This design comes from an exercise in tuning for small area on the open sky130 flow, not from production work.
Function was checked by simulation only, so behaviour that the tests miss may differ from the original.
Power is estimated from default activity; no workload was simulated.

[design/flow/config.mk]
export PLATFORM = sky130hd
export DESIGN_NAME = key_schedule
export DESIGN_NICKNAME = key_schedule
export VERILOG_FILES = /design/flow/design.v
export SDC_FILE = /design/flow/constraint.sdc
export NUM_CORES = 4
export LEC_CHECK = 0
export CAP_MARGIN = 20
export CORE_MARGIN = 2
export CORE_UTILIZATION = 40
export SLEW_MARGIN = 20
[design/flow/constraint.sdc]
create_clock -name core_clock -period 6.5 [get_ports {clk_in}]
set_input_delay 1.3000 -clock core_clock [delete_from_list [all_inputs] [get_ports {clk_in}]]
set_output_delay 1.3000 -clock core_clock [all_outputs]
set_load 0.01 [all_outputs]
[design/flow/design.v]
package key_schedule_pkg;
  localparam logic [3:0] NUM_ROUNDS = 4'd10;
  localparam logic [79:0] RCON_TABLE = 80'h36_1b_80_40_20_10_08_04_02_01;
  localparam logic [2047:0] SBOX_TABLE = {
    128'h637c777bf26b6fc53001672bfed7ab76,
    128'hca82c97dfa5947f0add4a2af9ca472c0,
    128'hb7fd9326363ff7cc34a5e5f171d83115,
    128'h04c723c31896059a071280e2eb27b275,
    128'h09832c1a1b6e5aa0523bd6b329e32f84,
    128'h53d100ed20fcb15b6acbbe394a4c58cf,
    128'hd0efaafb434d338545f9027f503c9fa8,
    128'h51a3408f929d38f5bcb6da2110fff3d2,
    128'hcd0c13ec5f974417c4a77e3d645d1973,
    128'h60814fdc222a908846eeb814de5e0bdb,
    128'he0323a0a4906245cc2d3ac629195e479,
    128'he7c8376d8dd54ea96c56f4ea657aae08,
    128'hba78252e1ca6b4c6e8dd741f4bbd8b8a,
    128'h703eb5664803f60e613557b986c11d9e,
    128'he1f8981169d98e949b1e87e9ce5528df,
    128'h8ca1890dbfe6426841992d0fb054bb16
  };
  typedef enum logic {
    ST_IDLE = 1'b0,
    ST_EMIT = 1'b1
  } ks_state_t;
  function automatic logic [7:0] sbox(input logic [7:0] b);
    sbox = SBOX_TABLE[{~b, 3'b000} +: 8];
  endfunction
  function automatic logic [7:0] rcon(input logic [3:0] rnd);
    logic [3:0] idx;
    idx = rnd - 4'd1;
    if (rnd >= 4'd1 && rnd <= NUM_ROUNDS) rcon = RCON_TABLE[{idx, 3'b000} +: 8];
    else rcon = 8'h00;
  endfunction
endpackage
import key_schedule_pkg::*;
module aes_subword
(
  input  logic [31:0] word,
  output logic [31:0] sub_word
);
  assign sub_word[7:0]   = key_schedule_pkg::sbox(word[7:0]);
  assign sub_word[15:8]  = key_schedule_pkg::sbox(word[15:8]);
  assign sub_word[23:16] = key_schedule_pkg::sbox(word[23:16]);
  assign sub_word[31:24] = key_schedule_pkg::sbox(word[31:24]);
endmodule
import key_schedule_pkg::*;
module key_schedule_expand
(
  input  logic [3:0]   rnd,
  input  logic [127:0] key,
  input  logic [31:0]  sub_word,
  output logic [127:0] next_key
);
  logic [31:0] rot_word;
  logic [31:0] w0, w1, w2, w3;
  assign rot_word = {sub_word[7:0], sub_word[31:8]};
  assign w0 = rot_word ^ key[31:0] ^ {24'h000000, key_schedule_pkg::rcon(rnd)};
  assign w1 = w0 ^ key[63:32];
  assign w2 = w1 ^ key[95:64];
  assign w3 = w2 ^ key[127:96];
  assign next_key = {w3, w2, w1, w0};
endmodule
import key_schedule_pkg::*;
module key_schedule
#(
  parameter int STORE_KEYS = 1
) (
  input  logic         clk_in,
  input  logic         rst_in,
  input  logic         start_in,
  input  logic [127:0] key_in,
  output logic         busy_out,
  output logic         rk_valid_out,
  input  logic         rk_ready_in,
  output logic [3:0]   rk_round_out,
  output logic [127:0] rk_out,
  output logic         done_out,
  input  logic [3:0]   rd_addr_in,
  output logic [127:0] rd_data_out
);
  key_schedule_pkg::ks_state_t state_q, state_d;
  logic [127:0] cur_key, key_d;
  logic [3:0]   round_q, round_d;
  logic         done_q, done_d;
  logic [31:0]  sub_word;
  logic [127:0] next_key;
  logic         wr_en;
  logic [3:0]   wr_addr;
  logic [127:0] wr_data;
  aes_subword u_subword (
    .word     (cur_key[127:96]),
    .sub_word (sub_word)
  );
  key_schedule_expand u_expand (
    .rnd      (round_q + 4'd1),
    .key      (cur_key),
    .sub_word (sub_word),
    .next_key (next_key)
  );
  always_ff @(posedge clk_in) begin
    if (rst_in) begin
      state_q <= ST_IDLE;
      cur_key <= '0;
      round_q <= '0;
      done_q  <= 1'b0;
    end else begin
      state_q <= state_d;
      cur_key <= key_d;
      round_q <= round_d;
      done_q  <= done_d;
    end
  end
  always_comb begin
    state_d = state_q;
    key_d   = cur_key;
    round_d = round_q;
    done_d  = 1'b0;
    wr_en   = 1'b0;
    wr_addr = round_q + 4'd1;
    wr_data = next_key;
    case (state_q)
      ST_IDLE: begin
        if (start_in) begin
          state_d = ST_EMIT;
          key_d   = key_in;
          round_d = 4'd0;
          wr_en   = 1'b1;
          wr_addr = 4'd0;
          wr_data = key_in;
        end
      end
      ST_EMIT: begin
        if (rk_ready_in) begin
          if (round_q == NUM_ROUNDS) begin
            state_d = ST_IDLE;
            done_d  = 1'b1;
          end else begin
            key_d   = next_key;
            round_d = round_q + 4'd1;
            wr_en   = 1'b1;
          end
        end
      end
      default: state_d = ST_IDLE;
    endcase
  end
  assign busy_out     = (state_q != ST_IDLE);
  assign rk_valid_out = (state_q == ST_EMIT);
  assign rk_round_out = round_q;
  assign rk_out       = cur_key;
  assign done_out     = done_q;
  if (STORE_KEYS != 0) begin : g_store
    logic [127:0] key_buf [0:10];
    logic [127:0] rd_q;
    always_ff @(posedge clk_in) begin
      if (wr_en && !rst_in) key_buf[wr_addr] <= wr_data;
    end
    always_ff @(posedge clk_in) begin
      if (rst_in) rd_q <= '0;
      else if (rd_addr_in <= NUM_ROUNDS) rd_q <= key_buf[rd_addr_in];
      else rd_q <= '0;
    end
    assign rd_data_out = rd_q;
  end else begin : g_no_store
    assign rd_data_out = '0;
  end
endmodule
[design/flow/run.sh]
#!/bin/bash
# synth_recipe.tcl (not shown) runs the flow's synth.tcl, then flattens the netlist and writes it again
# the make line also repeats each setting of config.mk as NAME=value (left out here)
make -C /OpenROAD-flow-scripts/flow DESIGN_CONFIG=/design/flow/config.mk WORK_HOME=/design/flow/orfs CLKGATE_MAP_FILE= SYNTH_SCRIPT=/design/flow/synth_recipe.tcl finish
==> metrics.md <==
| Metric | Value |
|---|---|
| Worst-case reg-to-reg path depth | 11 |
| Number of library cell types mapped by synthesis | 106 |
| Post-route cell area | 0.0969 sq mm |
| Relative slew slack | 11.3% |
| Peak supply drop | 0.200 mV |
| Final setup skew | 0.0674 ns |
| Number of flip-flops and latches in the synthesized netlist | 1,670 |
| Clock buffer count from CTS | 162 |
| # Max-Cap Violations | 0 |
| Detailed Routing Iterations Pass 1 | 7 |
| Worst-case setup slack after placement | 1.09 ns |
| Clock tree from TritonCTS | built |
| Predominant post-synthesis flop cell | sky130_fd_sc_hd__edfxtp_1 |
| Outcome | timing/DRC/antenna clean |
| WP data required | 6.97 ns |
| Global-route wire length before repair | 452,000 microns |
| Die Height | 461 microns |
| RSZ-0062 raised after global routing | false |
| Final clock period utilization by the worst path | 86.1% |
| Synthesis Warnings | 3 |
| Critical path depth in cells | 11 |
| Endpoint kind of the worst setup timing path | flop |
| Maximum level of the CTS H-tree | 4 |
| Clock slew at reported path FFs | 0.07 ns |
| Horizontal die dimension | 461 microns |
| Full die area | 0.212 sq mm |
| Antenna violations before repair | 21 |
| Via count of the first global-routing pass | 59,163 |
| Worst-case setup margin in the final layout | 0.902 ns |
| Area inside the core boundary | 0.207 sq mm |
| Worst Hold Path Cells | 2 |
| Placed Instance Area | 0.0912 sq mm |
| Fraction of final layout cells sized beyond drive strength 1 | 14.3% |
| Insertion delay of the later-clocked pin in the worst-skew pair | 0.85 ns |
| Mean instance size in the synthesized netlist | 12.4 sq um |
| Number of buffers on the longest clock path | 3 |
| Detailed placement HPWL | 215,000 microns |
| Initial Utilization | 40.2% |
| Vias per std cell | 6.34 |
| Class of the most critical setup path | reg2reg |
| Maximum fanout along the worst path | 33 |
| Num rows | 167 |
| Count of mapped cells out of synthesis | 6,751 |
| Total power density per cell area | 390 mW/mm^2 |
| Number of DRC markers after the initial detailed-route iteration | 7,818 |
| Buffers & Inverters on Critical Path | 1 |
| Residual overflow from global routing | 0 |
| Number of buffers added for setup after CTS | 0 |
| Residual DRC | 0 |
| Synth Cell Area | 0.0834 sq mm |
| Number of flops mapped to enable cells by yosys | 1,408 |
| Largest stage delay on the critical path | 0.82 ns |
| Number of nets in the synthesized netlist | 6,955 |
| Routed length per placed instance | 32.5 microns |
| Final critical path time including I/O delays and setup | 5.60 ns |
| Startpoint types | flop |
| I/O pins | 399 |
| Sequential-to-total area share from yosys stat | 57.0% |
| Final net count | 7,185 |
| CP Cell Sequence | buf_4 -> ha_1 -> nand2b_1 -> a211oi_1 -> nor4_1 -> nor4_1 -> nand4_1 -> xor2_2 -> xnor2_1 -> xnor2_1 -> o21ai_0 |
| Slowest library cell on the worst path | sky130_fd_sc_hd__o21ai_0 |
| Timing-limited maximum frequency | 179 MHz |
| Final setup violating endpoints | 0 |
| Share of synthesized registers carrying an async set or reset | 0% |
| Final-report hold violation count | 0 |
| Leak | 31.8 nW |
| Arrival time of data at the critical path endpoint | 6.07 ns |
| Number of pins exceeding their max-slew limit in the final report | 0 |
| Overall track demand over capacity in global routing | 29.7% |
| Number of cells upsized or downsized after cts | 0 |
| Clk sinks | 1,670 |
| Post-CTS Hold Fix Bufs | 0 |
| Port Buffers | 398 |
| Critical path's top delay family | compound AO/OA/AOI/OAI gates |
| Final weighted congestion of routability-driven global placement | 1.03 |
| Class of the tightest hold or removal check | reg2reg |
| Buffer type at the clock tree root | sky130_fd_sc_hd__clkbuf_16 |
| Routed vias | 62,841 |
| Most common cell after layout, fill and taps aside | sky130_fd_sc_hd__edfxtp_1 |
| Synthesis-to-layout area growth | 16.1% |
| Leading cell types in the layout, fill and taps excluded | 1,408 x sky130_fd_sc_hd__edfxtp_1, 468 x sky130_fd_sc_hd__nor2_1, 399 x sky130_fd_sc_hd__a21oi_1, 393 x sky130_fd_sc_hd__clkdlybuf4s50_1, 384 x sky130_fd_sc_hd__nand2_1 |
| Overall routed net length | 322,000 microns |
| Maximum number of pins on one net before global-route repair | 110 |
| Slew of the pin with the lowest slew margin | 1.32 ns |
| Routed Antenna Nets | 0 |
where the power goes:
part           internal, mW  leakage, nW  switching (mW)
sequential             13.7         14.9           0.598
clock                  5.56         2.72            4.24
combinational          4.39         14.2            9.27
per-layer routing:
layer	global-route usage, %	wire length (microns)	vias up
li1	-	-	26709
met1	39.3	127000	31747
met2	44.5	143000	3611
met3	5.95	28400	764
met4	19.2	24000	10
met5	0	84	-
path summary, 6_finish.rpt:
| path | startpoint | endpoint | slack, ns |
|---|---|---|---|
| max | cur_key[104]$_SDFFE_PP0P_ | g_store.key_buf[4][98]$_DFFE_PP_ | 0.90 |
| max reg2reg | cur_key[104]$_SDFFE_PP0P_ | g_store.key_buf[4][98]$_DFFE_PP_ | 0.90 |
| min | cur_key[55]$_SDFFE_PP0P_ | cur_key[55]$_SDFFE_PP0P_ | 0.53 |
| min reg2reg | cur_key[55]$_SDFFE_PP0P_ | cur_key[55]$_SDFFE_PP0P_ | 0.53 |
kinds of logic (layout without fill, tap and decap cells):
| family | count (synthesis) | in the layout | synth area share [%] |
|---|---|---|---|
| mux | 504 | 504 | 10.6 |
| xor+xnor | 189 | 189 | 2.40 |
| flops | 1670 | 1670 | 57.0 |
| compound gates | 1759 | 1759 | 14.4 |
| buf+inv | 711 | 1081 | 3.52 |
| fa+ha+maj | 69 | 69 | 1.03 |
| other cells | 0 | 10 | 0 |
| simple gates | 1849 | 1849 | 11.1 |
final cells by class:
class,instances,area (sq um)
inverters,73,277
well taps,2788,3490
diodes,10,25.0
clock inverters,99,1210
repair buffers,704,6720
clock buffers,205,4370
fillers,18611,110000
flip-flops and latches,1670,47600
multi-input cells,4370,33200
cell usage after synthesis (57+ instances only):
| library cell | number | area [sq um] |
|---|---|---|
| sky130_fd_sc_hd__nand2b_1 | 110 | 688 |
| sky130_fd_sc_hd__a21oi_1 | 405 | 2030 |
| sky130_fd_sc_hd__inv_1 | 61 | 229 |
| sky130_fd_sc_hd__o21ai_0 | 285 | 1430 |
| sky130_fd_sc_hd__buf_2 | 103 | 515 |
| sky130_fd_sc_hd__buf_1 | 83 | 312 |
| sky130_fd_sc_hd__nand2_1 | 387 | 1450 |
| sky130_fd_sc_hd__or3_1 | 57 | 357 |
| sky130_fd_sc_hd__mux4_2 | 299 | 6730 |
| sky130_fd_sc_hd__a31oi_1 | 87 | 544 |
| sky130_fd_sc_hd__dfxtp_1 | 262 | 5250 |
| sky130_fd_sc_hd__ha_1 | 68 | 851 |
| sky130_fd_sc_hd__a211oi_1 | 329 | 2470 |
| sky130_fd_sc_hd__nor2b_1 | 255 | 1600 |
| sky130_fd_sc_hd__o211ai_1 | 61 | 458 |
| sky130_fd_sc_hd__clkbuf_1 | 423 | 1590 |
| sky130_fd_sc_hd__mux2i_1 | 185 | 1850 |
| sky130_fd_sc_hd__nand3_1 | 126 | 631 |
| sky130_fd_sc_hd__edfxtp_1 | 1408 | 42300 |
| sky130_fd_sc_hd__nor2_1 | 476 | 1790 |
| sky130_fd_sc_hd__nor3_1 | 141 | 706 |
| sky130_fd_sc_hd__xnor2_1 | 113 | 990 |
registers in the layout, summed over array words and instances (netlist names):
signal and cells:
g_store.rd_q 128, done_q 1, state_q 1, g_store.key_buf 1408
cur_key 128, round_q 4
tightest hold or removal path, stage by stage, from the launching register on:
cell                      delay, ns
sky130_fd_sc_hd__dfxtp_1       0.36
sky130_fd_sc_hd__nand2_1       0.08
sky130_fd_sc_hd__a21oi_1       0.06
through the flow:
step	setup TNS (ns)	cells	hold WS [ns]	total power [mW]	util (%)
6_report	0	9919	0.532	37.8	46.7
5_1_grt	0	9914	0.558	38.9	46.7
4_1_cts	0	9908	0.532	37.5	46.7
3_5_place_dp	0	9604	0.512	27.8	44.0
3_3_place_gp	0	9604	0.492	27.7	44.0
2_1_floorplan	-1795.64	6751	0.499	21.7	-

[port drivers added, routing unchanged]
Ports are ideal in the flow. The routed layout listed here was re-timed in OpenROAD.
Step 1 sets driving cells, clkbuf_16 on the clock port and buf_2 on the other inputs (assumed; they add their load-dependent delay and slew).
Step 2 times the ports against the registers' clock, not the clock port: input delays grow and output delays shrink by t, the midpoint of the rising clock arrivals with the driver on.
Three values: no drivers, after step 1, after step 2; two values: the first two.
t, ns: 0.897
slack for setup (ns): 0.902 / 0.902 / 0.902
hold WS [ns]: 0.532 / 0.532 / 0.532
worst slew at a driven data input, ns: 0.25
cell pins on the clock port's net: 1
After both steps this run still meets setup and hold. For this run, drivers alone change the setup slack by 0.000 ns; drivers and shift together by 0.000 ns.
